Context: an optimization exercise on an open-source flow, tuned for small area, a short achievable clock period and few clock cycles per item. The choices shown serve that exercise and are no tape-out recipe.
In this exercise RTL edits were held to simulation tests only and were not proved equivalent to the original.

===== config.mk =====
export PLATFORM = sky130hd
export DESIGN_NAME = fc_top
export DESIGN_NICKNAME = fc_top
export VERILOG_FILES = /design/flow/design.v
export SDC_FILE = /design/flow/constraint.sdc
export NUM_CORES = 4
export LEC_CHECK = 0
export CAP_MARGIN = 20
export CORE_MARGIN = 2
export CORE_UTILIZATION = 45
export CTS_CLUSTER_DIAMETER = 100
export CTS_CLUSTER_SIZE = 30
export SETUP_SLACK_MARGIN = 5
export SLEW_MARGIN = 20
export SYNTH_HIERARCHICAL = 1
export SYNTH_MINIMUM_KEEP_SIZE = 0

===== run.sh =====
#!/bin/bash
# synth_recipe.tcl (not shown) runs the flow's synth.tcl, then flattens the netlist and writes it again
# the make line also repeats each setting of config.mk as NAME=value (left out here)
make -C /OpenROAD-flow-scripts/flow DESIGN_CONFIG=/design/flow/config.mk WORK_HOME=/design/flow/orfs CLKGATE_MAP_FILE= SYNTH_SCRIPT=/design/flow/synth_recipe.tcl finish

===== design.v =====
package fc_pkg;
    localparam int LANES = 4;
    localparam int ACC_SHIFT = 4;
    typedef logic signed [7:0] lane_t;
    typedef lane_t [LANES-1:0] word_t;
    typedef logic signed [23:0] acc_t;
    typedef struct packed {
        logic       en;
        logic       sel;
        logic [7:0] addr;
        word_t      data;
    } host_wr_t;
    typedef struct packed {
        logic       valid;
        logic       is_bias;
        logic [1:0] lane;
        logic       final_layer;
        logic [7:0] index;
        logic       last;
    } mac_tag_t;
    typedef struct packed {
        logic       valid;
        logic [7:0] index;
        lane_t      value;
        logic       last;
    } score_t;
    typedef struct packed {
        logic       en;
        logic [7:0] addr;
        word_t      data;
    } act_wr_t;
endpackage
`timescale 1ns/100ps
module ntree (
    input  logic [8:0]  a0,
    input  logic [3:0]  neg0,
    input  logic [3:0]  one0,
    input  logic [3:0]  two0,
    input  logic [8:0]  a1,
    input  logic [3:0]  neg1,
    input  logic [3:0]  one1,
    input  logic [3:0]  two1,
    input  logic [8:0]  a2,
    input  logic [3:0]  neg2,
    input  logic [3:0]  one2,
    input  logic [3:0]  two2,
    input  logic [8:0]  a3,
    input  logic [3:0]  neg3,
    input  logic [3:0]  one3,
    input  logic [3:0]  two3,
    input  logic [7:0]  e,
    output logic [19:0] s,
    output logic [19:0] c
);
    logic t0, t1;
    logic t2, t3;
    logic t4, t5;
    logic t6, t7;
    logic t8, t9;
    logic t10, t11;
    logic t12, t13;
    logic t14, t15;
    logic t16, t17;
    logic t18, t19;
    logic t20, t21;
    logic t22, t23;
    logic t24, t25;
    logic t26, t27;
    logic t28, t29;
    logic t30, t31;
    logic t32, t33;
    logic t34, t35;
    logic t36, t37;
    logic t38, t39;
    logic t40, t41;
    logic t42, t43;
    logic t44, t45;
    logic t46, t47;
    logic t48, t49;
    logic t50, t51;
    logic t52, t53;
    logic t54, t55;
    logic t56, t57;
    logic t58, t59;
    logic t60, t61;
    logic t62, t63;
    logic t64, t65;
    logic t66, t67;
    logic t68, t69;
    logic t70, t71;
    logic t72, t73;
    logic t74, t75;
    logic t76, t77;
    logic t78, t79;
    logic t80, t81;
    logic t82, t83;
    logic t84, t85;
    logic t86, t87;
    logic t88, t89;
    logic t90, t91;
    logic t92, t93;
    logic t94, t95;
    logic t96, t97;
    logic t98, t99;
    logic t100, t101;
    logic t102, t103;
    logic t104, t105;
    logic t106, t107;
    logic t108, t109;
    logic t110, t111;
    logic t112, t113;
    logic t114, t115;
    logic t116, t117;
    logic t118, t119;
    logic t120, t121;
    logic t122, t123;
    logic t124, t125;
    logic t126, t127;
    logic t128, t129;
    logic t130, t131;
    logic t132, t133;
    logic t134, t135;
    logic t136, t137;
    logic t138, t139;
    logic t140, t141;
    logic t142, t143;
    logic t144, t145;
    logic t146, t147;
    logic t148, t149;
    logic t150, t151;
    logic t152, t153;
    logic t154, t155;
    logic t156, t157;
    logic t158, t159;
    logic t160, t161;
    logic t162, t163;
    logic t164, t165;
    logic t166, t167;
    logic t168, t169;
    logic t170, t171;
    logic t172, t173;
    logic t174, t175;
    logic t176, t177;
    logic t178, t179;
    logic t180, t181;
    logic t182, t183;
    logic t184, t185;
    logic t186, t187;
    logic t188, t189;
    logic t190, t191;
    logic t192, t193;
    logic t194, t195;
    logic t196, t197;
    logic t198, t199;
    logic t200, t201;
    logic t202, t203;
    logic t204, t205;
    logic t206, t207;
    logic t208, t209;
    logic t210, t211;
    logic t212, t213;
    logic t214, t215;
    logic t216, t217;
    logic t218, t219;
    logic t220, t221;
    logic t222, t223;
    logic t224, t225;
    logic t226, t227;
    logic t228, t229;
    logic t230, t231;
    logic t232, t233;
    logic t234, t235;
    logic t236, t237;
    logic t238, t239;
    logic t240, t241;
    logic t242, t243;
    logic t244, t245;
    logic t246, t247;
    logic t248, t249;
    logic t250, t251;
    logic t252, t253;
    logic t254, t255;
    logic t256, t257;
    logic t258, t259;
    logic t260, t261;
    logic t262, t263;
    logic t264, t265;
    logic t266, t267;
    logic t268, t269;
    logic t270, t271;
    logic t272, t273;
    logic t274, t275;
    logic t276, t277;
    logic t278, t279;
    logic t280, t281;
    logic t282, t283;
    logic t284, t285;
    logic t286, t287;
    logic t288, t289;
    logic t290, t291;
    logic t292, t293;
    logic t294, t295;
    logic t296, t297;
    logic t298, t299;
    logic t300, t301;
    fadd u0 (.a((((one0[0] & a0[6]) | (two0[0] & a0[5])) ^ neg0[0])), .b((((one0[1] & a0[4]) | (two0[1] & a0[3])) ^ neg0[1])), .ci((((one0[2] & a0[2]) | (two0[2] & a0[1])) ^ neg0[2])), .s(t0), .co(t1));
    fadd u1 (.a(((one0[3] & a0[0]) ^ neg0[3])), .b((((one1[0] & a1[6]) | (two1[0] & a1[5])) ^ neg1[0])), .ci((((one1[1] & a1[4]) | (two1[1] & a1[3])) ^ neg1[1])), .s(t2), .co(t3));
    assign t4 = ~((((one0[0] & a0[7]) | (two0[0] & a0[6])) ^ neg0[0]) ^ (((one0[1] & a0[5]) | (two0[1] & a0[4])) ^ neg0[1]));
    assign t5 = (((one0[0] & a0[7]) | (two0[0] & a0[6])) ^ neg0[0]) | (((one0[1] & a0[5]) | (two0[1] & a0[4])) ^ neg0[1]);
    fadd u2 (.a((((one0[2] & a0[3]) | (two0[2] & a0[2])) ^ neg0[2])), .b((((one0[3] & a0[1]) | (two0[3] & a0[0])) ^ neg0[3])), .ci((((one1[0] & a1[7]) | (two1[0] & a1[6])) ^ neg1[0])), .s(t6), .co(t7));
    fadd u3 (.a((((one1[1] & a1[5]) | (two1[1] & a1[4])) ^ neg1[1])), .b((((one1[2] & a1[3]) | (two1[2] & a1[2])) ^ neg1[2])), .ci((((one1[3] & a1[1]) | (two1[3] & a1[0])) ^ neg1[3])), .s(t8), .co(t9));
    hadd u4 (.a((((one2[0] & a2[7]) | (two2[0] & a2[6])) ^ neg2[0])), .b((((one2[1] & a2[5]) | (two2[1] & a2[4])) ^ neg2[1])), .s(t10), .co(t11));
    assign t12 = ~((((one0[0] & a0[8]) | (two0[0] & a0[7])) ^ neg0[0]) ^ (((one0[1] & a0[6]) | (two0[1] & a0[5])) ^ neg0[1]));
    assign t13 = (((one0[0] & a0[8]) | (two0[0] & a0[7])) ^ neg0[0]) | (((one0[1] & a0[6]) | (two0[1] & a0[5])) ^ neg0[1]);
    fadd u5 (.a((((one0[2] & a0[4]) | (two0[2] & a0[3])) ^ neg0[2])), .b((((one0[3] & a0[2]) | (two0[3] & a0[1])) ^ neg0[3])), .ci((((one1[0] & a1[8]) | (two1[0] & a1[7])) ^ neg1[0])), .s(t14), .co(t15));
    fadd u6 (.a((((one1[1] & a1[6]) | (two1[1] & a1[5])) ^ neg1[1])), .b((((one1[2] & a1[4]) | (two1[2] & a1[3])) ^ neg1[2])), .ci((((one1[3] & a1[2]) | (two1[3] & a1[1])) ^ neg1[3])), .s(t16), .co(t17));
    fadd u7 (.a((((one2[0] & a2[8]) | (two2[0] & a2[7])) ^ neg2[0])), .b((((one2[1] & a2[6]) | (two2[1] & a2[5])) ^ neg2[1])), .ci((((one2[2] & a2[4]) | (two2[2] & a2[3])) ^ neg2[2])), .s(t18), .co(t19));
    assign t20 = ~(~((a0[8] & (one0[0] | two0[0])) ^ neg0[0]) ^ (((one0[1] & a0[7]) | (two0[1] & a0[6])) ^ neg0[1]));
    assign t21 = ~((a0[8] & (one0[0] | two0[0])) ^ neg0[0]) | (((one0[1] & a0[7]) | (two0[1] & a0[6])) ^ neg0[1]);
    fadd u8 (.a((((one0[2] & a0[5]) | (two0[2] & a0[4])) ^ neg0[2])), .b((((one0[3] & a0[3]) | (two0[3] & a0[2])) ^ neg0[3])), .ci(~((a1[8] & (one1[0] | two1[0])) ^ neg1[0])), .s(t22), .co(t23));
    fadd u9 (.a((((one1[1] & a1[7]) | (two1[1] & a1[6])) ^ neg1[1])), .b((((one1[2] & a1[5]) | (two1[2] & a1[4])) ^ neg1[2])), .ci((((one1[3] & a1[3]) | (two1[3] & a1[2])) ^ neg1[3])), .s(t24), .co(t25));
    fadd u10 (.a(~((a2[8] & (one2[0] | two2[0])) ^ neg2[0])), .b((((one2[1] & a2[7]) | (two2[1] & a2[6])) ^ neg2[1])), .ci((((one2[2] & a2[5]) | (two2[2] & a2[4])) ^ neg2[2])), .s(t26), .co(t27));
    assign t28 = ~((((one0[1] & a0[8]) | (two0[1] & a0[7])) ^ neg0[1]) ^ (((one0[2] & a0[6]) | (two0[2] & a0[5])) ^ neg0[2]));
    assign t29 = (((one0[1] & a0[8]) | (two0[1] & a0[7])) ^ neg0[1]) | (((one0[2] & a0[6]) | (two0[2] & a0[5])) ^ neg0[2]);
    fadd u11 (.a((((one0[3] & a0[4]) | (two0[3] & a0[3])) ^ neg0[3])), .b((((one1[1] & a1[8]) | (two1[1] & a1[7])) ^ neg1[1])), .ci((((one1[2] & a1[6]) | (two1[2] & a1[5])) ^ neg1[2])), .s(t30), .co(t31));
    hadd u12 (.a(~((a0[8] & (one0[1] | two0[1])) ^ neg0[1])), .b((((one0[2] & a0[7]) | (two0[2] & a0[6])) ^ neg0[2])), .s(t32), .co(t33));
    fadd u13 (.a((((one0[0] & a0[4]) | (two0[0] & a0[3])) ^ neg0[0])), .b((((one0[1] & a0[2]) | (two0[1] & a0[1])) ^ neg0[1])), .ci(((one0[2] & a0[0]) ^ neg0[2])), .s(t34), .co(t35));
    fadd u14 (.a((((one1[0] & a1[4]) | (two1[0] & a1[3])) ^ neg1[0])), .b((((one1[1] & a1[2]) | (two1[1] & a1[1])) ^ neg1[1])), .ci(((one1[2] & a1[0]) ^ neg1[2])), .s(t36), .co(t37));
    fadd u15 (.a((((one0[0] & a0[5]) | (two0[0] & a0[4])) ^ neg0[0])), .b((((one0[1] & a0[3]) | (two0[1] & a0[2])) ^ neg0[1])), .ci((((one0[2] & a0[1]) | (two0[2] & a0[0])) ^ neg0[2])), .s(t38), .co(t39));
    fadd u16 (.a((((one1[0] & a1[5]) | (two1[0] & a1[4])) ^ neg1[0])), .b((((one1[1] & a1[3]) | (two1[1] & a1[2])) ^ neg1[1])), .ci((((one1[2] & a1[1]) | (two1[2] & a1[0])) ^ neg1[2])), .s(t40), .co(t41));
    fadd u17 (.a((((one2[0] & a2[5]) | (two2[0] & a2[4])) ^ neg2[0])), .b((((one2[1] & a2[3]) | (two2[1] & a2[2])) ^ neg2[1])), .ci((((one2[2] & a2[1]) | (two2[2] & a2[0])) ^ neg2[2])), .s(t42), .co(t43));
    fadd u18 (.a(t0), .b(t2), .ci((((one1[2] & a1[2]) | (two1[2] & a1[1])) ^ neg1[2])), .s(t44), .co(t45));
    fadd u19 (.a(((one1[3] & a1[0]) ^ neg1[3])), .b((((one2[0] & a2[6]) | (two2[0] & a2[5])) ^ neg2[0])), .ci((((one2[1] & a2[4]) | (two2[1] & a2[3])) ^ neg2[1])), .s(t46), .co(t47));
    fadd u20 (.a((((one2[2] & a2[2]) | (two2[2] & a2[1])) ^ neg2[2])), .b(((one2[3] & a2[0]) ^ neg2[3])), .ci((((one3[0] & a3[6]) | (two3[0] & a3[5])) ^ neg3[0])), .s(t48), .co(t49));
    hadd u21 (.a((((one3[1] & a3[4]) | (two3[1] & a3[3])) ^ neg3[1])), .b((((one3[2] & a3[2]) | (two3[2] & a3[1])) ^ neg3[2])), .s(t50), .co(t51));
    fadd u22 (.a(t1), .b(t3), .ci(t4), .s(t52), .co(t53));
    fadd u23 (.a(t6), .b(t8), .ci(t10), .s(t54), .co(t55));
    fadd u24 (.a((((one2[2] & a2[3]) | (two2[2] & a2[2])) ^ neg2[2])), .b((((one2[3] & a2[1]) | (two2[3] & a2[0])) ^ neg2[3])), .ci((((one3[0] & a3[7]) | (two3[0] & a3[6])) ^ neg3[0])), .s(t56), .co(t57));
    fadd u25 (.a((((one3[1] & a3[5]) | (two3[1] & a3[4])) ^ neg3[1])), .b((((one3[2] & a3[3]) | (two3[2] & a3[2])) ^ neg3[2])), .ci((((one3[3] & a3[1]) | (two3[3] & a3[0])) ^ neg3[3])), .s(t58), .co(t59));
    fadd u26 (.a(t5), .b(t7), .ci(t9), .s(t60), .co(t61));
    fadd u27 (.a(t11), .b(t12), .ci(t14), .s(t62), .co(t63));
    fadd u28 (.a(t16), .b(t18), .ci((((one2[3] & a2[2]) | (two2[3] & a2[1])) ^ neg2[3])), .s(t64), .co(t65));
    fadd u29 (.a((((one3[0] & a3[8]) | (two3[0] & a3[7])) ^ neg3[0])), .b((((one3[1] & a3[6]) | (two3[1] & a3[5])) ^ neg3[1])), .ci((((one3[2] & a3[4]) | (two3[2] & a3[3])) ^ neg3[2])), .s(t66), .co(t67));
    fadd u30 (.a(t13), .b(t15), .ci(t17), .s(t68), .co(t69));
    fadd u31 (.a(t19), .b(t20), .ci(t22), .s(t70), .co(t71));
    fadd u32 (.a(t24), .b(t26), .ci((((one2[3] & a2[3]) | (two2[3] & a2[2])) ^ neg2[3])), .s(t72), .co(t73));
    fadd u33 (.a(~((a3[8] & (one3[0] | two3[0])) ^ neg3[0])), .b((((one3[1] & a3[7]) | (two3[1] & a3[6])) ^ neg3[1])), .ci((((one3[2] & a3[5]) | (two3[2] & a3[4])) ^ neg3[2])), .s(t74), .co(t75));
    fadd u34 (.a(t21), .b(t23), .ci(t25), .s(t76), .co(t77));
    fadd u35 (.a(t27), .b(t28), .ci(t30), .s(t78), .co(t79));
    fadd u36 (.a((((one1[3] & a1[4]) | (two1[3] & a1[3])) ^ neg1[3])), .b((((one2[1] & a2[8]) | (two2[1] & a2[7])) ^ neg2[1])), .ci((((one2[2] & a2[6]) | (two2[2] & a2[5])) ^ neg2[2])), .s(t80), .co(t81));
    fadd u37 (.a((((one2[3] & a2[4]) | (two2[3] & a2[3])) ^ neg2[3])), .b((((one3[1] & a3[8]) | (two3[1] & a3[7])) ^ neg3[1])), .ci((((one3[2] & a3[6]) | (two3[2] & a3[5])) ^ neg3[2])), .s(t82), .co(t83));
    fadd u38 (.a(t29), .b(t31), .ci(t32), .s(t84), .co(t85));
    fadd u39 (.a((((one0[3] & a0[5]) | (two0[3] & a0[4])) ^ neg0[3])), .b(~((a1[8] & (one1[1] | two1[1])) ^ neg1[1])), .ci((((one1[2] & a1[7]) | (two1[2] & a1[6])) ^ neg1[2])), .s(t86), .co(t87));
    fadd u40 (.a((((one1[3] & a1[5]) | (two1[3] & a1[4])) ^ neg1[3])), .b(~((a2[8] & (one2[1] | two2[1])) ^ neg2[1])), .ci((((one2[2] & a2[7]) | (two2[2] & a2[6])) ^ neg2[2])), .s(t88), .co(t89));
    fadd u41 (.a((((one2[3] & a2[5]) | (two2[3] & a2[4])) ^ neg2[3])), .b(~((a3[8] & (one3[1] | two3[1])) ^ neg3[1])), .ci((((one3[2] & a3[7]) | (two3[2] & a3[6])) ^ neg3[2])), .s(t90), .co(t91));
    assign t92 = ~(t33 ^ (((one0[2] & a0[8]) | (two0[2] & a0[7])) ^ neg0[2]));
    assign t93 = t33 | (((one0[2] & a0[8]) | (two0[2] & a0[7])) ^ neg0[2]);
    fadd u42 (.a((((one0[3] & a0[6]) | (two0[3] & a0[5])) ^ neg0[3])), .b((((one1[2] & a1[8]) | (two1[2] & a1[7])) ^ neg1[2])), .ci((((one1[3] & a1[6]) | (two1[3] & a1[5])) ^ neg1[3])), .s(t94), .co(t95));
    hadd u43 (.a((((one2[2] & a2[8]) | (two2[2] & a2[7])) ^ neg2[2])), .b((((one2[3] & a2[6]) | (two2[3] & a2[5])) ^ neg2[3])), .s(t96), .co(t97));
    fadd u44 (.a(~((a0[8] & (one0[2] | two0[2])) ^ neg0[2])), .b((((one0[3] & a0[7]) | (two0[3] & a0[6])) ^ neg0[3])), .ci(~((a1[8] & (one1[2] | two1[2])) ^ neg1[2])), .s(t98), .co(t99));
    fadd u45 (.a((((one0[0] & a0[2]) | (two0[0] & a0[1])) ^ neg0[0])), .b(((one0[1] & a0[0]) ^ neg0[1])), .ci((((one1[0] & a1[2]) | (two1[0] & a1[1])) ^ neg1[0])), .s(t100), .co(t101));
    hadd u46 (.a(((one1[1] & a1[0]) ^ neg1[1])), .b((((one2[0] & a2[2]) | (two2[0] & a2[1])) ^ neg2[0])), .s(t102), .co(t103));
    fadd u47 (.a((((one0[0] & a0[3]) | (two0[0] & a0[2])) ^ neg0[0])), .b((((one0[1] & a0[1]) | (two0[1] & a0[0])) ^ neg0[1])), .ci((((one1[0] & a1[3]) | (two1[0] & a1[2])) ^ neg1[0])), .s(t104), .co(t105));
    fadd u48 (.a((((one1[1] & a1[1]) | (two1[1] & a1[0])) ^ neg1[1])), .b((((one2[0] & a2[3]) | (two2[0] & a2[2])) ^ neg2[0])), .ci((((one2[1] & a2[1]) | (two2[1] & a2[0])) ^ neg2[1])), .s(t106), .co(t107));
    hadd u49 (.a((((one3[0] & a3[3]) | (two3[0] & a3[2])) ^ neg3[0])), .b((((one3[1] & a3[1]) | (two3[1] & a3[0])) ^ neg3[1])), .s(t108), .co(t109));
    fadd u50 (.a(t34), .b(t36), .ci((((one2[0] & a2[4]) | (two2[0] & a2[3])) ^ neg2[0])), .s(t110), .co(t111));
    fadd u51 (.a((((one2[1] & a2[2]) | (two2[1] & a2[1])) ^ neg2[1])), .b(((one2[2] & a2[0]) ^ neg2[2])), .ci((((one3[0] & a3[4]) | (two3[0] & a3[3])) ^ neg3[0])), .s(t112), .co(t113));
    fadd u52 (.a((((one3[1] & a3[2]) | (two3[1] & a3[1])) ^ neg3[1])), .b(((one3[2] & a3[0]) ^ neg3[2])), .ci(e[4]), .s(t114), .co(t115));
    fadd u53 (.a(t35), .b(t37), .ci(t38), .s(t116), .co(t117));
    fadd u54 (.a(t40), .b(t42), .ci((((one3[0] & a3[5]) | (two3[0] & a3[4])) ^ neg3[0])), .s(t118), .co(t119));
    fadd u55 (.a((((one3[1] & a3[3]) | (two3[1] & a3[2])) ^ neg3[1])), .b((((one3[2] & a3[1]) | (two3[2] & a3[0])) ^ neg3[2])), .ci(e[5]), .s(t120), .co(t121));
    fadd u56 (.a(t39), .b(t41), .ci(t43), .s(t122), .co(t123));
    fadd u57 (.a(t44), .b(t46), .ci(t48), .s(t124), .co(t125));
    fadd u58 (.a(t50), .b(((one3[3] & a3[0]) ^ neg3[3])), .ci(e[6]), .s(t126), .co(t127));
    fadd u59 (.a(t45), .b(t47), .ci(t49), .s(t128), .co(t129));
    fadd u60 (.a(t51), .b(t52), .ci(t54), .s(t130), .co(t131));
    fadd u61 (.a(t56), .b(t58), .ci(~e[7]), .s(t132), .co(t133));
    fadd u62 (.a(t53), .b(t55), .ci(t57), .s(t134), .co(t135));
    fadd u63 (.a(t59), .b(t60), .ci(t62), .s(t136), .co(t137));
    fadd u64 (.a(t64), .b(t66), .ci((((one3[3] & a3[2]) | (two3[3] & a3[1])) ^ neg3[3])), .s(t138), .co(t139));
    fadd u65 (.a(t61), .b(t63), .ci(t65), .s(t140), .co(t141));
    fadd u66 (.a(t67), .b(t68), .ci(t70), .s(t142), .co(t143));
    fadd u67 (.a(t72), .b(t74), .ci((((one3[3] & a3[3]) | (two3[3] & a3[2])) ^ neg3[3])), .s(t144), .co(t145));
    fadd u68 (.a(t69), .b(t71), .ci(t73), .s(t146), .co(t147));
    fadd u69 (.a(t75), .b(t76), .ci(t78), .s(t148), .co(t149));
    fadd u70 (.a(t80), .b(t82), .ci((((one3[3] & a3[4]) | (two3[3] & a3[3])) ^ neg3[3])), .s(t150), .co(t151));
    fadd u71 (.a(t77), .b(t79), .ci(t81), .s(t152), .co(t153));
    fadd u72 (.a(t83), .b(t84), .ci(t86), .s(t154), .co(t155));
    fadd u73 (.a(t88), .b(t90), .ci((((one3[3] & a3[5]) | (two3[3] & a3[4])) ^ neg3[3])), .s(t156), .co(t157));
    fadd u74 (.a(t85), .b(t87), .ci(t89), .s(t158), .co(t159));
    fadd u75 (.a(t91), .b(t92), .ci(t94), .s(t160), .co(t161));
    fadd u76 (.a(t96), .b((((one3[2] & a3[8]) | (two3[2] & a3[7])) ^ neg3[2])), .ci((((one3[3] & a3[6]) | (two3[3] & a3[5])) ^ neg3[3])), .s(t162), .co(t163));
    fadd u77 (.a(t93), .b(t95), .ci(t97), .s(t164), .co(t165));
    fadd u78 (.a(t98), .b((((one1[3] & a1[7]) | (two1[3] & a1[6])) ^ neg1[3])), .ci(~((a2[8] & (one2[2] | two2[2])) ^ neg2[2])), .s(t166), .co(t167));
    fadd u79 (.a((((one2[3] & a2[7]) | (two2[3] & a2[6])) ^ neg2[3])), .b(~((a3[8] & (one3[2] | two3[2])) ^ neg3[2])), .ci((((one3[3] & a3[7]) | (two3[3] & a3[6])) ^ neg3[3])), .s(t168), .co(t169));
    assign t170 = ~(t99 ^ (((one0[3] & a0[8]) | (two0[3] & a0[7])) ^ neg0[3]));
    assign t171 = t99 | (((one0[3] & a0[8]) | (two0[3] & a0[7])) ^ neg0[3]);
    hadd u80 (.a((((one1[3] & a1[8]) | (two1[3] & a1[7])) ^ neg1[3])), .b((((one2[3] & a2[8]) | (two2[3] & a2[7])) ^ neg2[3])), .s(t172), .co(t173));
    hadd u81 (.a(((one0[0] & a0[0]) ^ neg0[0])), .b(((one1[0] & a1[0]) ^ neg1[0])), .s(t174), .co(t175));
    fadd u82 (.a((((one0[0] & a0[1]) | (two0[0] & a0[0])) ^ neg0[0])), .b((((one1[0] & a1[1]) | (two1[0] & a1[0])) ^ neg1[0])), .ci((((one2[0] & a2[1]) | (two2[0] & a2[0])) ^ neg2[0])), .s(t176), .co(t177));
    fadd u83 (.a(t100), .b(t102), .ci(((one2[1] & a2[0]) ^ neg2[1])), .s(t178), .co(t179));
    hadd u84 (.a((((one3[0] & a3[2]) | (two3[0] & a3[1])) ^ neg3[0])), .b(((one3[1] & a3[0]) ^ neg3[1])), .s(t180), .co(t181));
    fadd u85 (.a(t101), .b(t103), .ci(t104), .s(t182), .co(t183));
    fadd u86 (.a(t106), .b(t108), .ci(e[3]), .s(t184), .co(t185));
    fadd u87 (.a(t105), .b(t107), .ci(t109), .s(t186), .co(t187));
    fadd u88 (.a(t110), .b(t112), .ci(t114), .s(t188), .co(t189));
    fadd u89 (.a(t111), .b(t113), .ci(t115), .s(t190), .co(t191));
    fadd u90 (.a(t116), .b(t118), .ci(t120), .s(t192), .co(t193));
    fadd u91 (.a(t117), .b(t119), .ci(t121), .s(t194), .co(t195));
    fadd u92 (.a(t122), .b(t124), .ci(t126), .s(t196), .co(t197));
    fadd u93 (.a(t123), .b(t125), .ci(t127), .s(t198), .co(t199));
    fadd u94 (.a(t128), .b(t130), .ci(t132), .s(t200), .co(t201));
    fadd u95 (.a(t129), .b(t131), .ci(t133), .s(t202), .co(t203));
    fadd u96 (.a(t134), .b(t136), .ci(t138), .s(t204), .co(t205));
    fadd u97 (.a(t135), .b(t137), .ci(t139), .s(t206), .co(t207));
    fadd u98 (.a(t140), .b(t142), .ci(t144), .s(t208), .co(t209));
    fadd u99 (.a(t141), .b(t143), .ci(t145), .s(t210), .co(t211));
    fadd u100 (.a(t146), .b(t148), .ci(t150), .s(t212), .co(t213));
    fadd u101 (.a(t147), .b(t149), .ci(t151), .s(t214), .co(t215));
    fadd u102 (.a(t152), .b(t154), .ci(t156), .s(t216), .co(t217));
    fadd u103 (.a(t153), .b(t155), .ci(t157), .s(t218), .co(t219));
    fadd u104 (.a(t158), .b(t160), .ci(t162), .s(t220), .co(t221));
    fadd u105 (.a(t159), .b(t161), .ci(t163), .s(t222), .co(t223));
    fadd u106 (.a(t164), .b(t166), .ci(t168), .s(t224), .co(t225));
    fadd u107 (.a(t165), .b(t167), .ci(t169), .s(t226), .co(t227));
    fadd u108 (.a(t170), .b(t172), .ci((((one3[3] & a3[8]) | (two3[3] & a3[7])) ^ neg3[3])), .s(t228), .co(t229));
    fadd u109 (.a(t171), .b(t173), .ci(~((a0[8] & (one0[3] | two0[3])) ^ neg0[3])), .s(t230), .co(t231));
    fadd u110 (.a(~((a1[8] & (one1[3] | two1[3])) ^ neg1[3])), .b(~((a2[8] & (one2[3] | two2[3])) ^ neg2[3])), .ci(~((a3[8] & (one3[3] | two3[3])) ^ neg3[3])), .s(t232), .co(t233));
    hadd u111 (.a(t174), .b(((one2[0] & a2[0]) ^ neg2[0])), .s(t234), .co(t235));
    fadd u112 (.a(t175), .b(t176), .ci((((one3[0] & a3[1]) | (two3[0] & a3[0])) ^ neg3[0])), .s(t236), .co(t237));
    fadd u113 (.a(t177), .b(t178), .ci(t180), .s(t238), .co(t239));
    fadd u114 (.a(t179), .b(t181), .ci(t182), .s(t240), .co(t241));
    fadd u115 (.a(t183), .b(t185), .ci(t186), .s(t242), .co(t243));
    fadd u116 (.a(t187), .b(t189), .ci(t190), .s(t244), .co(t245));
    fadd u117 (.a(t191), .b(t193), .ci(t194), .s(t246), .co(t247));
    fadd u118 (.a(t195), .b(t197), .ci(t198), .s(t248), .co(t249));
    fadd u119 (.a(t199), .b(t201), .ci(t202), .s(t250), .co(t251));
    fadd u120 (.a(t203), .b(t205), .ci(t206), .s(t252), .co(t253));
    fadd u121 (.a(t207), .b(t209), .ci(t210), .s(t254), .co(t255));
    fadd u122 (.a(t211), .b(t213), .ci(t214), .s(t256), .co(t257));
    fadd u123 (.a(t215), .b(t217), .ci(t218), .s(t258), .co(t259));
    fadd u124 (.a(t219), .b(t221), .ci(t222), .s(t260), .co(t261));
    fadd u125 (.a(t223), .b(t225), .ci(t226), .s(t262), .co(t263));
    fadd u126 (.a(t227), .b(t229), .ci(t230), .s(t264), .co(t265));
    assign t266 = ~t231;
    assign t267 = t231;
    hadd u127 (.a(t234), .b(((one3[0] & a3[0]) ^ neg3[0])), .s(t268), .co(t269));
    fadd u128 (.a(t235), .b(t236), .ci(e[1]), .s(t270), .co(t271));
    fadd u129 (.a(t237), .b(t238), .ci(e[2]), .s(t272), .co(t273));
    fadd u130 (.a(t239), .b(t240), .ci(t184), .s(t274), .co(t275));
    fadd u131 (.a(t241), .b(t242), .ci(t188), .s(t276), .co(t277));
    fadd u132 (.a(t243), .b(t244), .ci(t192), .s(t278), .co(t279));
    fadd u133 (.a(t245), .b(t246), .ci(t196), .s(t280), .co(t281));
    fadd u134 (.a(t247), .b(t248), .ci(t200), .s(t282), .co(t283));
    fadd u135 (.a(t249), .b(t250), .ci(t204), .s(t284), .co(t285));
    fadd u136 (.a(t251), .b(t252), .ci(t208), .s(t286), .co(t287));
    fadd u137 (.a(t253), .b(t254), .ci(t212), .s(t288), .co(t289));
    fadd u138 (.a(t255), .b(t256), .ci(t216), .s(t290), .co(t291));
    fadd u139 (.a(t257), .b(t258), .ci(t220), .s(t292), .co(t293));
    fadd u140 (.a(t259), .b(t260), .ci(t224), .s(t294), .co(t295));
    fadd u141 (.a(t261), .b(t262), .ci(t228), .s(t296), .co(t297));
    fadd u142 (.a(t263), .b(t264), .ci(t232), .s(t298), .co(t299));
    fadd u143 (.a(t265), .b(t266), .ci(t233), .s(t300), .co(t301));
    assign s[0] = t268;
    assign c[0] = e[0];
    assign s[1] = t269;
    assign c[1] = t270;
    assign s[2] = t271;
    assign c[2] = t272;
    assign s[3] = t273;
    assign c[3] = t274;
    assign s[4] = t275;
    assign c[4] = t276;
    assign s[5] = t277;
    assign c[5] = t278;
    assign s[6] = t279;
    assign c[6] = t280;
    assign s[7] = t281;
    assign c[7] = t282;
    assign s[8] = t283;
    assign c[8] = t284;
    assign s[9] = t285;
    assign c[9] = t286;
    assign s[10] = t287;
    assign c[10] = t288;
    assign s[11] = t289;
    assign c[11] = t290;
    assign s[12] = t291;
    assign c[12] = t292;
    assign s[13] = t293;
    assign c[13] = t294;
    assign s[14] = t295;
    assign c[14] = t296;
    assign s[15] = t297;
    assign c[15] = t298;
    assign s[16] = t299;
    assign c[16] = t300;
    assign s[17] = t301;
    assign c[17] = t267;
    assign s[18] = 1'b1;
    assign c[18] = 1'b0;
    assign s[19] = 1'b1;
    assign c[19] = 1'b0;
endmodule
`timescale 1ns/100ps
module fadd (
    input  logic a,
    input  logic b,
    input  logic ci,
    output logic s,
    output logic co
);
    assign s  = a ^ b ^ ci;
    assign co = (a & b) | (ci & (a ^ b));
endmodule
module hadd (
    input  logic a,
    input  logic b,
    output logic s,
    output logic co
);
    assign s  = a ^ b;
    assign co = a & b;
endmodule
`timescale 1ns/100ps
module fc_top (
    input  logic        clk,
    input  logic        rstn,
    input  logic        host_en,
    input  logic        host_sel,
    input  logic [7:0]  host_addr,
    input  logic [31:0] host_data,
    input  logic        start,
    output logic        t_valid,
    output logic [3:0]  class_idx
);
    logic [31:0] w0  [8][4];
    logic [7:0]  b0  [8];
    logic [31:0] w1  [10][2];
    logic [7:0]  b1  [10];
    logic [31:0] img [4];
    logic        running;
    logic        wr_ok;
    logic        img_we;
    logic        par_we;
    logic        w0b0_we;
    logic [5:0]  pa;
    assign wr_ok   = host_en && !running;
    assign img_we  = wr_ok && !host_sel;
    assign par_we  = wr_ok && host_sel;
    assign pa      = host_addr[5:0];
    assign w0b0_we = par_we && pa < 6'd34;
    always_ff @(posedge clk) begin
        for (int j = 0; j < 8; j++) begin
            for (int w = 0; w < 4; w++) begin
                if (par_we && pa == 6'(4 * j + w)) w0[j][w] <= host_data;
            end
        end
        for (int k = 0; k < 8; k++) begin
            if (par_we && pa == 6'(32 + k / 4)) b0[k] <= host_data[8*(k%4) +: 8];
        end
        for (int o = 0; o < 10; o++) begin
            for (int w = 0; w < 2; w++) begin
                if (par_we && pa == 6'(34 + 2 * o + w)) w1[o][w] <= host_data;
            end
        end
        for (int o = 0; o < 10; o++) begin
            if (par_we && pa == 6'(54 + o / 4)) b1[o] <= host_data[8*(o%4) +: 8];
        end
        for (int w = 0; w < 4; w++) begin
            if (img_we && host_addr[1:0] == 2'(w)) img[w] <= host_data;
        end
    end
    logic       dirty;       
    logic [1:0] rnext;       
    logic       ph_act;      
    logic [1:0] ph;          
    logic       op_v;
    logic       op_l1;       
    logic       op_init;     
    logic [3:0] nx_col;      
    logic [2:0] nx_ph;       
    logic [1:0] op_phb;
    logic [8:0] a_reg [2][4];
    logic        s2_v;
    logic        s2_l1;
    logic        s2_init;
    logic [1:0]  s2_phb;
    logic [19:0] s2_s [8];
    logic [19:0] s2_c [8];
    logic [8:0]  s2_nc [8];
    logic issue_delta;
    logic issue_rec;
    logic issue_rec_op;
    logic issue_l1;
    logic start_acc;
    assign start_acc   = start && !running;
    assign issue_delta = img_we;
    assign issue_rec   = !img_we && !w0b0_we && dirty;
    assign issue_rec_op = !img_we && dirty;
    assign issue_l1    = running && ph_act && !dirty && !(op_v && !op_l1);
    logic signed [19:0] acc     [8];
    logic signed [19:0] acc_upd [8];
    logic        [6:0]  h_next  [8];
    logic               s2_l0;
    logic [19:0] fa_s  [8];
    logic [19:0] fa_c  [8];
    logic [19:0] fa_csh [8];
    logic [19:0] nc20  [8];
    logic [19:0] fb_s  [8];
    logic [19:0] fb_c  [8];
    for (genvar j = 0; j < 8; j++) begin : g_acc_fa
        assign fa_csh[j] = {fa_c[j][18:0], 1'b0};
        assign nc20[j]   = {11'd0, s2_nc[j]};
        for (genvar b = 0; b < 20; b++) begin : g_bit
            fadd u_fa (.a(acc[j][b]), .b(s2_s[j][b]), .ci(s2_c[j][b]), .s(fa_s[j][b]), .co(fa_c[j][b]));
            if (b < 9) begin : g_lo
                fadd u_fb (.a(fa_s[j][b]), .b(fa_csh[j][b]), .ci(nc20[j][b]), .s(fb_s[j][b]), .co(fb_c[j][b]));
            end else begin : g_hi
                hadd u_hb (.a(fa_s[j][b]), .b(fa_csh[j][b]), .s(fb_s[j][b]), .co(fb_c[j][b]));
            end
        end
    end
    always_comb begin
        for (int j = 0; j < 8; j++) begin
            if (s2_l0) begin
                acc_upd[j] = fb_s[j] + {fb_c[j][18:0], 1'b0};
            end else begin
                acc_upd[j] = acc[j];
            end
            if (acc_upd[j][19]) h_next[j] = 7'd0;
            else if (|acc_upd[j][18:11]) h_next[j] = 7'd127;
            else h_next[j] = acc_upd[j][10:4];
        end
    end
    always_ff @(posedge clk) begin
        for (int j = 0; j < 8; j++) acc[j] <= (op_v && op_init) ? 20'd0 : acc_upd[j];
    end
    logic [31:0] img_sel;
    logic [31:0] img_rec;
    assign img_sel = img[host_addr[1:0]];
    assign img_rec = img[rnext];
    always_ff @(posedge clk) begin
        for (int q = 0; q < 2; q++) begin
            for (int l = 0; l < 4; l++) begin
                if (issue_delta) begin
                    a_reg[q][l] <= {host_data[8*l+7], host_data[8*l +: 8]}
                                 - {img_sel[8*l+7], img_sel[8*l +: 8]};
                end else if (issue_rec_op) begin
                    a_reg[q][l] <= {img_rec[8*l+7], img_rec[8*l +: 8]};
                end else begin
                    a_reg[q][l] <= {2'b00, h_next[4*q+l]};
                end
            end
        end
        op_phb  <= ph;
        op_init <= issue_rec_op && rnext == 2'd0;
        op_l1   <= issue_l1;
    end
    logic [3:0]  bneg [8][4];
    logic [3:0]  bone [8][4];
    logic [3:0]  btwo [8][4];
    logic [7:0]  ex  [8];
    logic [19:0] t_s [8];
    logic [19:0] t_c [8];
    assign nx_col = issue_delta ? (4'b1 << host_addr[1:0]) :
                    issue_rec_op ? (4'b1 << rnext) : 4'b0;
    assign nx_ph  = issue_l1 ? (3'b1 << ph) : 3'b0;
    always_ff @(posedge clk) begin
        for (int j = 0; j < 8; j++) begin
            for (int l = 0; l < 4; l++) begin
                logic [7:0] v;
                v = '0;
                for (int c = 0; c < 4; c++) begin
                    v = v | ({8{nx_col[c]}} & w0[j][c][8*l +: 8]);
                end
                for (int p = 0; p < 3; p++) begin
                    if (4 * p + j / 2 < 10) begin
                        v = v | ({8{nx_ph[p]}} & w1[4 * p + j / 2][j % 2][8*l +: 8]);
                    end
                end
                for (int i = 0; i < 4; i++) begin
                    logic hi, mid, lo;
                    hi  = v[2*i+1];
                    mid = v[2*i];
                    lo  = (i == 0) ? 1'b0 : v[2*i-1];
                    bneg[j][l][i] <= hi;
                    bone[j][l][i] <= mid ^ lo;
                    btwo[j][l][i] <= (hi & ~mid & ~lo) | (~hi & mid & lo);
                end
            end
            begin
                logic [7:0] e;
                e = (issue_rec_op && rnext == 2'd0) ? b0[j] : '0;
                if (j % 2 == 0) begin
                    for (int p = 0; p < 3; p++) begin
                        if (4 * p + j / 2 < 10) begin
                            e = e | ({8{nx_ph[p]}} & b1[4 * p + j / 2]);
                        end
                    end
                end
                ex[j] <= e;
            end
        end
    end
    for (genvar j = 0; j < 8; j++) begin : g_tree
        ntree u_tree (
            .a0 (a_reg[j%2][0]), .neg0 (bneg[j][0]), .one0 (bone[j][0]), .two0 (btwo[j][0]),
            .a1 (a_reg[j%2][1]), .neg1 (bneg[j][1]), .one1 (bone[j][1]), .two1 (btwo[j][1]),
            .a2 (a_reg[j%2][2]), .neg2 (bneg[j][2]), .one2 (bone[j][2]), .two2 (btwo[j][2]),
            .a3 (a_reg[j%2][3]), .neg3 (bneg[j][3]), .one3 (bone[j][3]), .two3 (btwo[j][3]),
            .e  (ex[j]),
            .s  (t_s[j]),
            .c  (t_c[j])
        );
    end
    logic [8:0] nc [8];
    always_comb begin
        for (int j = 0; j < 8; j++) begin
            nc[j] = '0;
            for (int l = 0; l < 4; l++) begin
                nc[j] = nc[j] + {2'b00, bneg[j][l][3], 1'b0, bneg[j][l][2], 1'b0,
                                 bneg[j][l][1], 1'b0, bneg[j][l][0]};
            end
        end
    end
    always_ff @(posedge clk) begin
        for (int j = 0; j < 8; j++) begin
            s2_s[j]  <= t_s[j];
            s2_c[j]  <= t_c[j];
            s2_nc[j] <= nc[j];
        end
        s2_init <= op_init;
        s2_l0   <= op_v && !op_l1;
        s2_l1   <= op_l1;
        s2_phb  <= op_phb;
    end
    logic [17:0]        u_s [4];
    logic [17:0]        u_c [4];
    logic [17:0]        v_s [4];
    logic [17:0]        v_c [4];
    logic signed [17:0] ssum [4];
    logic [17:0]        uc_sh [4];
    logic signed [7:0]  sc [4];
    logic signed [7:0]  best_val;
    logic [3:0]         best_idx;
    logic               sq_v;
    logic [1:0]         sq_ph;
    logic signed [7:0]  sq [4];
    logic signed [7:0]  vb;
    logic [3:0]         win;      
    logic [3:0]         gtb;      
    logic               take;
    logic [1:0]         ib;
    logic               w8, w9;
    logic [17:0]        w_s [4];
    logic [17:0]        w_c [4];
    logic [17:0]        wc_sh [4];
    logic [17:0]        x_s [4];
    logic [17:0]        x_c [4];
    logic [17:0]        xc_sh [4];
    for (genvar g = 0; g < 4; g++) begin : g_sc_fa
        assign uc_sh[g] = {u_c[g][16:0], 1'b0};
        assign wc_sh[g] = {w_c[g][16:0], 1'b0};
        assign xc_sh[g] = {x_c[g][16:0], 1'b0};
        for (genvar b = 0; b < 18; b++) begin : g_bit
            fadd u_fa1 (.a(s2_s[2*g][b]), .b(s2_c[2*g][b]), .ci(s2_s[2*g+1][b]),
                        .s(u_s[g][b]), .co(u_c[g][b]));
            if (b < 9) begin : g_lo
                fadd u_fa2 (.a(s2_c[2*g+1][b]), .b(s2_nc[2*g][b]), .ci(s2_nc[2*g+1][b]),
                            .s(w_s[g][b]), .co(w_c[g][b]));
            end else begin : g_hi
                assign w_s[g][b] = s2_c[2*g+1][b];
                assign w_c[g][b] = 1'b0;
            end
            fadd u_fa3 (.a(u_s[g][b]), .b(uc_sh[g][b]), .ci(w_s[g][b]),
                        .s(x_s[g][b]), .co(x_c[g][b]));
            if (b < 10) begin : g_lo4
                fadd u_fa4 (.a(x_s[g][b]), .b(xc_sh[g][b]), .ci(wc_sh[g][b]),
                            .s(v_s[g][b]), .co(v_c[g][b]));
            end else begin : g_hi4
                hadd u_ha4 (.a(x_s[g][b]), .b(xc_sh[g][b]), .s(v_s[g][b]), .co(v_c[g][b]));
            end
        end
    end
    always_comb begin
        for (int g = 0; g < 4; g++) begin
            ssum[g] = v_s[g] + {v_c[g][16:0], 1'b0};
            if (ssum[g][17] && !(&ssum[g][16:11])) sc[g] = 8'sh80;
            else if (!ssum[g][17] && (|ssum[g][16:11])) sc[g] = 8'sh7f;
            else sc[g] = ssum[g][11:4];
        end
    end
    always_comb begin
        for (int g = 0; g < 4; g++) begin
            win[g] = 1'b1;
            for (int k = 0; k < 4; k++) begin
                if (k < g && !(sq[g] > sq[k])) win[g] = 1'b0;
                if (k > g && (sq[k] > sq[g])) win[g] = 1'b0;
            end
        end
        vb = '0;
        for (int g = 0; g < 4; g++) vb = vb | ({8{win[g]}} & sq[g]);
        for (int g = 0; g < 4; g++) gtb[g] = sq[g] > best_val;
        take = sq_ph == 2'd0 || |(win & gtb);
        ib = {win[3] | win[2], win[3] | win[1]};
    end
    assign w8 = (sq[0] > best_val) && !(sq[1] > sq[0]);
    assign w9 = (sq[1] > best_val) && (sq[1] > sq[0]);
    assign class_idx = w8 ? 4'd8 : w9 ? 4'd9 : best_idx;
    always_ff @(posedge clk or negedge rstn) begin
        if (!rstn) begin
            running   <= 1'b0;
            t_valid   <= 1'b0;
            dirty     <= 1'b1;
            sq_v      <= 1'b0;
            sq_ph     <= '0;
            for (int g = 0; g < 4; g++) sq[g] <= '0;
            best_val  <= '0;
            best_idx  <= '0;
            rnext     <= '0;
            ph_act    <= 1'b0;
            ph        <= '0;
            op_v      <= 1'b0;
            s2_v      <= 1'b0;
        end else begin
            op_v <= issue_delta || issue_rec_op || issue_l1;
            s2_v <= op_v;
            if (img_we || w0b0_we) begin
                rnext <= '0;
                if (w0b0_we) dirty <= 1'b1;
            end else if (issue_rec) begin
                rnext <= rnext + 2'd1;
                if (rnext == 2'd3) dirty <= 1'b0;
            end
            if (start_acc) begin
                running <= 1'b1;
                t_valid <= 1'b0;
                ph_act  <= 1'b1;
                ph      <= '0;
            end
            if (issue_l1) begin
                ph <= ph + 2'd1;
                if (ph == 2'd2) ph_act <= 1'b0;
            end
            sq_v <= s2_v && s2_l1;
            if (s2_v && s2_l1) begin
                sq_ph <= s2_phb;
                for (int g = 0; g < 4; g++) sq[g] <= sc[g];
            end
            if (sq_v && sq_ph != 2'd2 && take) begin
                best_val <= vb;
                best_idx <= {sq_ph, ib};
            end
            if (s2_v && s2_l1) begin
                if (s2_phb == 2'd2) begin
                    t_valid <= 1'b1;
                    running <= 1'b0;
                end
            end
        end
    end
endmodule

===== constraint.sdc =====
create_clock -name core_clock -period 10.0 [get_ports {clk}]
set_input_delay 2.0000 -clock core_clock [delete_from_list [all_inputs] [get_ports {clk}]]
set_output_delay 2.0000 -clock core_clock [all_outputs]
set_load 0.01 [all_outputs]

==> flow_metrics.tcl, run 1 <==
set metrics [dict create \
    status "complete, but fails checks" \
    so_faults "antenna rules" \
    core-area_sq_um 389000 \
    fin_tns_setup_ns 0 \
    worst_clock_skew_ns 0.0583 \
    grt-ovfl-total 0 \
    cpMostUsedCell "o21a_1" \
    timing.rr.end "s2_c[0][10]" \
    holdWs_ns 0.330 \
    via_count 113000 \
    worstPathRequired_ns 8.00 \
    drive_gt1_share_pct 7.92 \
    first_iter_violations 18400 \
    remaining_drc_errors 0 \
    grt_pass1_vias 112000 \
    tightestPinTransition_ns 1.27 \
    syn_avg_cell_area_sq_um 13.3 \
    clkTransAtPathRegs_ns 0.11 \
    ant_nets 1 \
    dp_hpwl_um 437000 \
    track_usage_pct 31.0 \
    nets 14800 \
    viasPerCell 6.36 \
    num_rows 229 \
    ys_types 107 \
    cpMaxStageDelayCell "dfrtp_1" \
    drt_wl_total_um 627000 \
    num_io_pins 50 \
    die_w_um 629 \
    synthArstFlopShare_pct 1.86 \
    wl_per_cell_um 35.1 \
    hold_start "ex[3][0]" \
    final_cell_mix "edfxtp_1 (1,936), fa_1 (1,549), a22oi_1 (1,256)" \
    cp-start-kind "flop" \
    grt_max_degree 129 \
    synth-edff-count 1936 \
    crit_chain "inv_2 -> ha_4 -> nor2b_4 -> o21a_1 -> o21a_1 -> o21a_1 -> o21ai_2 -> a21oi_2 -> o21ai_2 -> nor2b_4 -> buf_6 -> and2_4 -> buf_6" \
    cts_sinks 3065 \
    fmaxAchievable_mhz 192 \
    dieArea_sq_um 396000 \
    worstRegToRegCells 9 \
    htree_levels 4 \
    final_common_cell "edfxtp_1" \
    synthCells 13200 \
    register_area_sq_um 81100 \
    dr.pass1.iters 10 \
    worstHoldEndpoint "s2_c[3][0]" \
    grt_pass1_wl_um 869000 \
    hold_path_depth 0 \
    clk_latency_ns 0.97 \
    slew_headroom_pct 15.1 \
    root_buffer "clkbuf_16" \
    reg2reg_from "a_reg[1][1]" \
    cts_tree "yes" \
    largest_register_ffs 1024 \
    maxCapViolCount 0 \
    area_delta_synth_final_pct 4.44 \
    ctsHoldBuffers 0 \
    setup_viol 0 \
    antenna_found_initial 77 \
    critPathMaxStageDelay_ns 0.40 \
    synth_seq_cells 3065 \
    die-height_um 629 \
    gp_congestion 1.01 \
    largest-register "w0" \
    drv_slew 0 \
    synth_warnings 73 \
    final_cells 17900 \
    fillCellCount 34100 \
    fin_crit_sh_pct 52.1 \
    synth_area_sq_um 176000 \
    initial_core_util_pct 45.2 \
    crit_fanout 3 \
    hp-class "flop to flop" \
    finalHoldViolCount 0 \
    dp_cells 17500 \
    cp_data_arrival_time_ns 3.21 \
    end_kind "output port" \
    period_needed_ns 5.21 \
    r2r_setup_slack_ns 5.00 \
    synth_seq_area_share_pct 46.0 \
    cts_buffers 149 \
    rsz0062_at_grt "yes" \
    io_buffers 47 \
    multi_input_area_sq_um 86900 \
    crit_type "flop to output port" \
    largestRegisters "w0: 1024 flops, w1: 640 flops" \
    cts.path.max_buffers 4 \
    synthFlopType "edfxtp_1" \
]
-- Yosys cell counts, types with 327 or more instances --
cell / instances / area, sq um
edfxtp_1: 1936 / 58100
fa_1: 1560 / 31200
a22oi_1: 1268 / 9520
xnor2_1: 1227 / 10700
dfxtp_1: 1072 / 21500
ha_1: 652 / 8160
nand2_1: 545 / 2050
buf_4: 464 / 3480
a222oi_1: 416 / 4160
nor2_1: 406 / 1520
buf_2: 347 / 1740
xor2_1: 327 / 2860
-- modules after synthesis (local to each module, per instance) --
| module | flops+latches | times used | cells inside |
|---|---|---|---|
| fc_top | 3065 | 1 | 7812 |
| ntree | 0 | 8 | 464 |
| fadd | 0 | 1516 | 1 |
| hadd | 0 | 208 | 1 |
-- cells by family after synthesis --
logic type | synth area share [%]
flops | 46.0
compound gates | 12.7
mux | 0.893
xor+xnor | 7.73
buf+inv | 5.28
other cells | 0.0363
fa+ha+maj | 22.4
simple gates | 4.94
-- layout make-up --
type	count	area share [%]
diodes	26	0.0354
clock buffers	211	2.20
clock inverters	58	0.542
inverters	271	0.555
multi-input cells	8666	47.3
flip-flops and latches	3065	44.1
well taps	5197	3.54
repair buffers	356	1.73
-- timing repair --
item	CTS	global route
gates resized for setup	148	93
buffers inserted	23	11
setup endpoints to repair	582	190
pin swaps	14	13
cloned	6	1
-- worst max-delay path: cells and delay by family (launching register included) --
family	cells	cell delay [ns]
fa+ha+maj	1	0.22
buf+inv	3	0.32
compound gates	6	0.88
simple gates	3	0.42
flops	1	0.40
-- metrics by stage --
stage / worst slack (ns) / utilization, % / area [sq um]
2_1_floorplan: 5.08 / - / 176000
3_3_place_gp: 3.05 / 45.6 / 177000
3_5_place_dp: 3.00 / 45.6 / 177000
4_1_cts: 4.73 / 47.1 / 183000
5_1_grt: 4.65 / 47.2 / 184000
6_report: 4.79 / 47.2 / 184000
-- metal layers --
layer | up-vias | share of wire (%) | GRT usage (%)
li1 | 46400 | - | -
met1 | 58600 | 39 | 42.3
met2 | 7144 | 43 | 45.8
met3 | 1253 | 12 | 8.18
met4 | 30 | 5.7 | 14.9
met5 | - | 0.049 | 0.290
-- how the worst max path moves through the flow --
stage | slack (ns) | from | cells after the start | endpoint
2_1_floorplan | 5.08 | host_en | 12 | btwo[30][0]
3_3_place_gp | 3.05 | host_sel | 9 | btwo[30][1]
3_5_place_dp | 3.00 | host_sel | 9 | btwo[30][1]
4_1_cts | 4.73 | best_val[1] | 13 | class_idx[1]
5_1_grt | 4.65 | best_val[1] | 13 | class_idx[1]
6_report | 4.79 | best_val[1] | 13 | class_idx[1]
Testbench counts, summed over its fixed seeds: cycles 3,840, items 384.
==> run 2, diff against run 1 <==
--- a/config.mk
+++ b/config.mk
@@ -7,9 +7,9 @@
 export LEC_CHECK = 0
 export CAP_MARGIN = 20
 export CORE_MARGIN = 2
-export CORE_UTILIZATION = 45
+export CORE_UTILIZATION = 55
 export CTS_CLUSTER_DIAMETER = 100
-export CTS_CLUSTER_SIZE = 30
+export CTS_CLUSTER_SIZE = 24
 export SETUP_SLACK_MARGIN = 5
 export SLEW_MARGIN = 20
 export SYNTH_HIERARCHICAL = 1
==> run 2 against run 1 <==
Critical path depth fell by 1. First-iteration DRC count fell by 5.2%. The run now finishes clean. Synthesized cell count unchanged. Design area is 0.54% lower. Wire length down 1.3%. Synthesized area unchanged. Via count is 0.20% higher. Clock-buffer cell count rose by 45. Non-clock buffer count grew 15.
==> flow_metrics.tcl, run 2 <==
set metrics [dict create \
    die-height_um 570 \
    cts_sinks 3065 \
    drive_gt1_share_pct 8.10 \
    clk_latency_ns 0.94 \
    synth_most_common_cell "edfxtp_1" \
    critPathMaxStageDelay_ns 0.42 \
    fmaxAchievable_mhz 195 \
    antenna_found_initial 90 \
    synth_top_cell_by_area "edfxtp_1" \
    htree_levels 4 \
    design_area_sq_um 183000 \
    postPlaceCellArea_sq_um 176000 \
    slew_headroom_pct 16.5 \
    cts_buffers 164 \
    synthCells 13200 \
    grt-ovfl-total 0 \
    crit_type "flop to output port" \
    final_common_cell "edfxtp_1" \
    drt_wl_total_um 618000 \
    met2WireLength_um 267000 \
    fin_crit_sh_pct 51.4 \
    synth_seq_cells 3065 \
    highest_layer "met5" \
    status "finished clean" \
    nets 14800 \
    m1WireLength_um 236000 \
    largestRegisters "w0: 1024 flops, w1: 640 flops" \
    cp_data_arrival_time_ns 3.14 \
    rsz0062_at_grt "yes" \
    hold_start "ex[1][0]" \
    drv_slew 0 \
    grt_pass1_vias 113000 \
    dr.pass1.iters 11 \
    finalHoldViolCount 0 \
    worstHoldEndpoint "s2_c[1][0]" \
    syn_avg_cell_area_sq_um 13.3 \
    cts_tree "yes" \
    worstPathRequired_ns 8.00 \
    remaining_drc_errors 0 \
    hold_path_depth 0 \
    crit_fanout 4 \
    largest_register_ffs 1024 \
    ys_types 107 \
    hp-class "flop to flop" \
    ant_nets 0 \
    critPathBufInv 2 \
    reg2reg_from "a_reg[1][2]" \
    cpMaxStageDelayCell "dfrtp_1" \
    viasPerCell 6.73 \
    r2r_setup_slack_ns 4.92 \
    io_buffers 47 \
    synth-edff-count 1936 \
    tightestPinTransition_ns 1.25 \
    track_usage_pct 37.6 \
    wl_per_cell_um 36.6 \
    synthArstFlopShare_pct 1.86 \
    period_needed_ns 5.14 \
    core-area_sq_um 318000 \
    area_delta_synth_final_pct 3.88 \
    cp-start-kind "flop" \
    num_rows 207 \
    yosys-top-cells-count "edfxtp_1 (1,936), fa_1 (1,560), a22oi_1 (1,268), xnor2_1 (1,227), dfxtp_1 (1,072)" \
    wl_met3_um 77200 \
    via_count 114000 \
    cp_top_family "compound AO/OA/AOI/OAI gates" \
    cts.path.max_buffers 4 \
    root_buffer "clkbuf_16" \
    final_cell_mix "edfxtp_1 (1,936), fa_1 (1,542), a22oi_1 (1,253)" \
    synth_warnings 73 \
    setup_viol 0 \
    timing.rr.end "s2_c[6][9]" \
    netlist_top_cells_area "edfxtp_1 (33%), fa_1 (18%), dfxtp_1 (12%), xnor2_1 (6.1%), a22oi_1 (5.4%)" \
    cpMostUsedCell "o21a_1" \
    fillCellCount 25700 \
    grt_max_degree 135 \
    gp_congestion 1.07 \
    first_iter_violations 17400 \
    fin_tns_setup_ns 0 \
    num_io_pins 50 \
    synth_seq_area_share_pct 46.0 \
    grt_pass1_wl_um 855000 \
    worst_clock_skew_ns 0.0734 \
    synth_area_sq_um 176000 \
    synth_top_area_share_pct 33.0 \
    initial_core_util_pct 55.3 \
    dieArea_sq_um 324000 \
    end_kind "output port" \
    maxCapViolCount 0 \
    dp_hpwl_um 430000 \
    die_w_um 570 \
    synthFlopType "edfxtp_1" \
    worstRegToRegCells 9 \
    crit_chain "inv_4 -> ha_4 -> nor2b_4 -> o21a_1 -> o21a_1 -> o21a_1 -> o21ai_2 -> a21oi_2 -> o21ai_2 -> nor2b_4 -> and2_1 -> buf_2" \
    largest-register "w0" \
    clkTransAtPathRegs_ns 0.08 \
]
run 2: worst max path at each step:
| stage | from | endpoint | slack [ns] | depth (start not counted) |
|---|---|---|---|---|
| 3_3_place_gp | host_en | btwo[0][2] | 3.41 | 13 |
| 6_report | best_val[1] | class_idx[1] | 4.86 | 12 |
| 3_5_place_dp | host_en | btwo[28][1] | 3.40 | 12 |
| 2_1_floorplan | host_en | btwo[30][0] | 5.08 | 12 |
| 4_1_cts | best_val[1] | class_idx[1] | 4.79 | 12 |
| 5_1_grt | best_val[1] | class_idx[1] | 4.76 | 12 |
run 2: per-layer routing:
layer / GRT usage (%) / vias to the layer above
li1: - / 46600
met1: 50.5 / 58600
met2: 55.5 / 7132
met3: 11.0 / 1367
met4: 19.1 / 54
met5: 0 / -
run 2: worst reg2reg max path: cells and delay by family (launching register included):
kind            cells  cell delay, ns
xor+xnor            1            0.22
flops               1            0.57
compound gates      1            0.22
fa+ha+maj           6            3.38
buf+inv             1            0.50
run 2: cells by family (layout without fill, tap and decap cells):
| logic type | count (synthesis) | after routing | synth area share [%] |
|---|---|---|---|
| XOR/XNOR | 1554 | 1554 | 7.73 |
| adder cells (fa/ha/maj) | 2212 | 2212 | 22.4 |
| AO/OA/AOI/OAI | 2928 | 2932 | 12.7 |
| buffers and inverters | 1558 | 943 | 5.28 |
| other | 17 | 95 | 0.0363 |
| AND/OR/NAND/NOR | 1799 | 1801 | 4.94 |
| flip-flops | 3065 | 3065 | 46.0 |
| multiplexers | 115 | 115 | 0.893 |
run 2: what timing repair did:
action,in CTS,in global routing
hold buffers,0,0
pin swaps,13,18
endpoints found under the hold margin,0,0
endpoints found under the setup margin,497,166
resized for setup,136,75
gates cloned,7,3
buffers inserted,30,21
run 2: per-stage QoR:
stage | hold WS [ns] | setup slack [ns] | cells | util (%)
floorplan | 0.310 | 5.08 | 13300 | -
global placement | 0.312 | 3.41 | 16500 | 55.3
global route | 0.341 | 4.76 | 16900 | 57.4
finish | 0.333 | 4.86 | 16900 | 57.4
CTS | 0.332 | 4.79 | 16800 | 57.2
detailed placement | 0.312 | 3.40 | 16500 | 55.3
run 2: area by class of cell:
type                            count  area [sq um]  share of cell area (%)
Inverter                          271          1020                   0.559
Clock buffer                      256          4470                    2.44
Tap cell                         4180          5230                    2.86
Antenna cell                       43           108                  0.0589
Timing Repair Buffer              371          3350                    1.83
Sequential cell                  3065         81100                    44.4
Multi-Input combinational cell   8666         86800                    47.5
Clock inverter                     45           689                   0.377
run 2: Yosys stat by module (local to each module, per instance):
module  cell area (sq um)  cells
fadd                 20.0      1
fc_top             115000   7812
hadd                 12.5      1
ntree                3560    464

==> afterwards: timing with drivers on the ports <==
In the flow no input, the clock included, has a driving cell. The finished layouts below were timed again as built, in two steps. Step 1: set_driving_cell puts a clkbuf_16 on clk and a buf_2 on each other input, an assumption about the parent block. Step 2 times the ports against the registers' clock, not the clock port: input delays grow and output delays shrink by t, the midpoint of the rising clock arrivals with the driver on. a / b / c = no drivers / after step 1 / after step 2; a / b = the first two.
| run | shift t [ns] | slack for setup (ns) | pins driven straight from the clock port |
|---|---|---|---|
| run 1 | 1.042 | 4.791 / 4.688 / 4.018 | 1 |
| run 2 | 1.029 | 4.865 / 4.746 / 4.166 | 1 |
The setup slack of run 1, which loses most, moves by -0.103 ns with the drivers and by -0.773 ns with both steps.
